This design comes from an exercise in tuning for small area on the open sky130 flow, not from production work.
Function was checked by simulation only, so behaviour that the tests miss may differ from the original.
Power and IR drop assume default switching activity.

==> flow/design.v <==
module serial_parallel_converter #(
    parameter int unsigned parallelWidth = 512,
    parameter int unsigned serialWidth   = 8
) (
    input  logic                                              clk,
    input  logic                                              rst,
    input  logic [serialWidth-1:0]                            inData,
    input  logic                                              inDataPresent,
    input  logic                                              inDataStartOfFrame,
    input  logic                                              inDataEndOfFrame,
    input  logic                                              inDataError,
    output logic [parallelWidth-1:0]                          outData,
    output logic                                              outValid,
    input  logic                                              outReady,
    output logic                                              outStartOfFrame,
    output logic                                              outEndOfFrame,
    output logic                                              outError,
    output logic [$clog2(parallelWidth/serialWidth):0]        outBytes,
    output logic                                              overflow
);
    localparam int unsigned N  = parallelWidth / serialWidth;
    localparam int unsigned CW = $clog2(N) + 1;
    typedef enum logic [1:0] {IDLE, FILL, DROP} state_t;
    state_t                   state_q, state_d;
    logic [parallelWidth-1:0] acc_q, acc_d;
    logic [CW-1:0]            cnt_q, cnt_d;
    logic                     err_q, err_d;
    logic                     wsof_q, wsof_d;
    logic [parallelWidth-1:0] out_data_d;
    logic                     out_valid_d, out_sof_d, out_eof_d, out_err_d, overflow_d;
    logic [CW-1:0]            out_bytes_d;
    logic [parallelWidth-1:0] word_c;
    logic [CW-1:0]            lane_c, new_cnt_c;
    logic                     new_err_c, new_sof_c;
    logic                     accept_c, partial_c, complete_c, slot_c;
    always_ff @(posedge clk) begin
        if (rst) begin
            state_q         <= IDLE;
            acc_q           <= '0;
            cnt_q           <= '0;
            err_q           <= 1'b0;
            wsof_q          <= 1'b0;
            outData         <= '0;
            outValid        <= 1'b0;
            outStartOfFrame <= 1'b0;
            outEndOfFrame   <= 1'b0;
            outError        <= 1'b0;
            outBytes        <= '0;
            overflow        <= 1'b0;
        end else begin
            state_q         <= state_d;
            acc_q           <= acc_d;
            cnt_q           <= cnt_d;
            err_q           <= err_d;
            wsof_q          <= wsof_d;
            outData         <= out_data_d;
            outValid        <= out_valid_d;
            outStartOfFrame <= out_sof_d;
            outEndOfFrame   <= out_eof_d;
            outError        <= out_err_d;
            outBytes        <= out_bytes_d;
            overflow        <= overflow_d;
        end
    end
    always_comb begin
        state_d     = state_q;
        acc_d       = acc_q;
        cnt_d       = cnt_q;
        err_d       = err_q;
        wsof_d      = wsof_q;
        out_data_d  = outData;
        out_valid_d = outValid && !outReady;
        out_sof_d   = outStartOfFrame;
        out_eof_d   = outEndOfFrame;
        out_err_d   = outError;
        out_bytes_d = outBytes;
        overflow_d  = overflow;
        lane_c = inDataStartOfFrame ? '0 : cnt_q;
        word_c = inDataStartOfFrame ? '0 : acc_q;
        for (int k = 0; k < int'(N); k++) begin
            if (lane_c == CW'(k)) begin
                word_c[k*serialWidth +: serialWidth] = inData;
            end
        end
        new_cnt_c = lane_c + CW'(1);
        new_err_c = inDataStartOfFrame ? inDataError : (err_q || inDataError);
        new_sof_c = inDataStartOfFrame ? 1'b1 : wsof_q;
        accept_c   = inDataPresent && (inDataStartOfFrame || state_q == FILL);
        partial_c  = inDataPresent && inDataStartOfFrame && state_q == FILL && cnt_q != '0;
        complete_c = accept_c && (new_cnt_c == CW'(N) || inDataEndOfFrame);
        slot_c     = !outValid || outReady;
        if (partial_c) begin
            if (slot_c) begin
                out_data_d  = acc_q;
                out_bytes_d = cnt_q;
                out_sof_d   = wsof_q;
                out_eof_d   = 1'b1;
                out_err_d   = 1'b1;
                out_valid_d = 1'b1;
                slot_c      = 1'b0;
            end else begin
                overflow_d = 1'b1;
            end
        end
        if (accept_c) begin
            if (complete_c) begin
                acc_d  = '0;
                cnt_d  = '0;
                err_d  = new_err_c;
                wsof_d = 1'b0;
                if (slot_c) begin
                    out_data_d  = word_c;
                    out_bytes_d = new_cnt_c;
                    out_sof_d   = new_sof_c;
                    out_eof_d   = inDataEndOfFrame;
                    out_err_d   = new_err_c;
                    out_valid_d = 1'b1;
                    state_d     = inDataEndOfFrame ? IDLE : FILL;
                end else begin
                    overflow_d = 1'b1;
                    state_d    = DROP;
                end
            end else begin
                acc_d   = word_c;
                cnt_d   = new_cnt_c;
                err_d   = new_err_c;
                wsof_d  = new_sof_c;
                state_d = FILL;
            end
        end else if (inDataPresent && state_q == DROP && inDataEndOfFrame) begin
            state_d = IDLE;
        end
    end
endmodule
==> flow/run.sh <==
#!/bin/bash
# synth_recipe.tcl (not shown) runs the flow's synth.tcl, then flattens the netlist and writes it again
# the make line also repeats each setting of config.mk as NAME=value (left out here)
make -C /OpenROAD-flow-scripts/flow DESIGN_CONFIG=/design/flow/config.mk WORK_HOME=/design/flow/orfs CLKGATE_MAP_FILE= SYNTH_SCRIPT=/design/flow/synth_recipe.tcl finish
==> flow/config.mk <==
export PLATFORM = sky130hd
export DESIGN_NAME = serial_parallel_converter
export DESIGN_NICKNAME = serial_parallel_converter
export VERILOG_FILES = /design/flow/design.v
export SDC_FILE = /design/flow/constraint.sdc
export NUM_CORES = 4
export LEC_CHECK = 0
export CAP_MARGIN = 20
export CORE_MARGIN = 2
export CORE_UTILIZATION = 40
export SLEW_MARGIN = 20
==> flow/constraint.sdc <==
create_clock -name core_clock -period 4.0 [get_ports {clk}]
set_input_delay 0.8000 -clock core_clock [delete_from_list [all_inputs] [get_ports {clk}]]
set_output_delay 0.8000 -clock core_clock [all_outputs]
set_load 0.01 [all_outputs]
==> summary.txt <==
[sequential cells by signal, indices dropped and copies added (netlist names)]
signal and cells:
err_q 1, wsof_q 1, outStartOfFrame 1, overflow 1, state_q 2, outData 512, outBytes 7, cnt_q 7
outValid 1, outEndOfFrame 1, acc_q 512, outError 1
[cell type report]
type	count	area, µm²	share of cell area, %
Clock inverter	30	323	0.528
Timing Repair Buffer	724	7610	12.4
Tap cell	1650	2060	3.37
Antenna cell	6	15.0	0.0245
Multi-Input combinational cell	3805	26700	43.7
Sequential cell	1047	21000	34.3
Inverter	13	53.8	0.0879
Clock buffer	176	3420	5.58
[kinds of logic (layout without fill, tap and decap cells)]
family / Yosys count / after routing
AOI/OAI and AO/OA: 1810 / 1810
and+or+nand+nor: 1694 / 1694
xor gates and xnor gates: 4 / 4
adders and majority gates: 4 / 4
other: 0 / 6
muxes: 293 / 293
DFF: 1047 / 1047
buffers and inverters: 632 / 943
[metrics by stage]
stage | area [µm²] | hold slack [ns]
detailed placement | 57400 | 0.488
floorplan | 50500 | 0.437
global placement | 57400 | 0.455
CTS | 61200 | 0.501
global route | 61200 | 0.514
finish | 61200 | 0.495
[worst max-delay path, cell delays in order (launching register included)]
cell	delay, ns
dfxtp_1	0.50
nor2b_1	0.28
ha_1	0.21
buf_4	0.17
and2_1	0.97
nand2_1	0.67
mux2i_1	0.40
a211oi_1	0.11
[layer usage]
| metal | track usage, % | routed length [µm] |
|---|---|---|
| met1 | 34.5 | 78000 |
| met2 | 40.1 | 77300 |
| met3 | 3.51 | 8420 |
| met4 | 7.14 | 4170 |
| met5 | 0 | 31 |
[cells in the final DEF, fill, tap and decap left out, drive strengths merged, types with 9 or more instances in the layout]
cell	Yosys	layout
o21ai	9	9
mux2i	293	293
nand2	64	64
clkbuf	370	176
and3	80	80
a31oi	129	129
a211oi	1546	1546
buf	249	196
nor3b	96	96
nor2b	806	806
a21oi	111	111
dfxtp	1047	1047
nor2	601	601
clkinv	0	20
inv	13	18
clkdlybuf4s50	0	528
[worst min path at each step]
stage                     cells past startpoint                      end  slack [ns]               startpoint
after detailed placement                      2      wsof_q$_SDFFE_PP0P_        0.49      wsof_q$_SDFFE_PP0P_
after floorplan                               2      wsof_q$_SDFFE_PP0P_        0.44      wsof_q$_SDFFE_PP0P_
after global placement                        2  state_q[1]$_SDFFE_PP0P_        0.46  state_q[1]$_SDFFE_PP0P_
after global routing                          2  state_q[1]$_SDFFE_PP0P_        0.51  state_q[1]$_SDFFE_PP0P_
final                                         2      wsof_q$_SDFFE_PP0P_        0.50      wsof_q$_SDFFE_PP0P_
after CTS                                     2  acc_q[309]$_SDFFE_PP0P_        0.50  acc_q[309]$_SDFFE_PP0P_
[where the power goes]
| group | internal (W) | switching (W) | leakage (nW) | total [W] |
|---|---|---|---|---|
| sequential | 0.0111 | 0.000527 | 8.58 | 0.0116 |
| combinational | 0.00162 | 0.00204 | 12.0 | 0.00366 |
| clock | 0.00616 | 0.00447 | 1.86 | 0.0106 |
==> summary.txt <==
status=no timing/DRC/antenna violations; Final ANT Viol Nets=0; XOR/XNOR Fraction of Synth Area=0.0693%; r2r worst-path depth=7; Via density=5.73; die height=359 µm; Clock Latency Late Sink=0.72 ns; routability congestion estimate from global placement=0.791; largest net degree at the start of global routing=167; post-route setup slack=0.516 ns; worst reg2reg endpoint=outData[29]$_SDFF_PP0_; vias in the first global route=40400; clock root buffer=clkbuf_16; most frequent cells after synthesis=a211oi_1, dfxtp_1, nor2b_1; Critical Path Start=cnt_q[1]$_SDFFE_PP0P_; initial DRC count=3214; Leak=22.4 nW; Synth top area share=41.5%; maximum clock frequency=287 MHz; clock slew at reported path FFs=0.06 ns; Synth Area in Compound Gates=28.9%; routed via count=42700; Synth Instances=5484; Final Hold Vio Count=0; nets=5723; Chip Width=359 µm; async set-reset flop share out of synthesis=0%; post-synthesis cell area=0.0505 mm²; adder-cell share of the synthesized area=0.0990%; Final Total Pwr=0.0259 W; fin crit period=3.48 ns; worst clock skew=0.0285 ns; synth top area cells=dfxtp_1, a211oi_1, nor2b_1, a211oi_2, mux2i_1; share of cells above drive strength 1=11.8%; Final Core Density=48.7%; number of flops mapped to enable cells by yosys=0; sequential share of the synthesized area=41.5%; most frequent cell after synthesis=a211oi_1; Clock Tree Buf Depth=3; GRT Overall Usage=24.9%; # IOs=539; Core ar.=0.126 mm²; Worst VDD drop=0.000350 V; Cell Pwr Density=424 mW/mm²; WS Path Type=reg2reg; hold buffers post-CTS=0; I/O Buffers=538; Wirelength per Cell=22.5 µm; total CTS buffers=113; clock sink count=1047; Fill cells=11700; dpl cells=7239; Initial Util=40.3%; Detailed Place HPWL=104000 µm; average cell area after synthesis=9.22 µm²; pre-CTS setup slack=0.208 ns; setup_tns=0 ns; max-slew violations=0; setup-violating endpoint count in the final report=0; #FFs+latches synth=1047; CP Data Arrival Time=4.05 ns; Worst-Margin Slew=1.25 ns; YS warnings=1; total grt overflow=0; Worst EP required=4.57 ns; die area=0.129 mm²; number of remaining DRC errors=0; R2R Setup Slk=0.52 ns; Max Cap Violations=0; unrepaired setup endpoints after global routing=false; most used flip-flop cell after synthesis=dfxtp_1; worst min path class=reg2reg; Worst slew margin=16.8%; mux cell area share after synthesis=5.80%; TritonCTS clock tree=built; Critical Path Sink Type=flip-flop; simple logic cell fraction of the synthesized area=17.9%; post-synth top area cell=dfxtp_1; CP Launch Type=flip-flop; main combinational cell family by area after synthesis=compound AO/OA/AOI/OAI gates; fin cells=7451; wirelength, routed=168000 µm; # rows=130; # Post-CTS Setup Buffers=0; Tcrit/Tclk final=87.1%; first-pass GRT wire length=256000 µm; Syn Nets=5503; post-CTS sizing=0; r2r startpoint=cnt_q[1]$_SDFFE_PP0P_; CP max FO=12; initial antenna violation count=6; area grow syn2layout=21.0%; # H-tree levels=3; count of cell types in the netlist=48; drt first pass iters=7; worst setup path endpoint=outData[29]$_SDFF_PP0_

[afterwards: timing with drivers on the ports]
Ports are ideal in the flow. The routed layout listed here was re-timed in OpenROAD. Step 1 sets driving cells, clkbuf_16 on the clock port and buf_2 on the other inputs (assumed; they add their load-dependent delay and slew). Step 2 times the ports against the registers' clock, not the clock port: input delays grow and output delays shrink by t, the midpoint of the rising clock arrivals with the driver on. Three values: no drivers, after step 1, after step 2; two values: the first two.
t, ns: 0.781
slack for setup (ns): 0.516 / 0.516 / 0.076
hold WS [ns]: 0.495 / 0.495 / 0.495
After both steps setup and hold are still met in this run. The setup slack of this run moves by 0.000 ns with the drivers and by -0.440 ns with both steps.
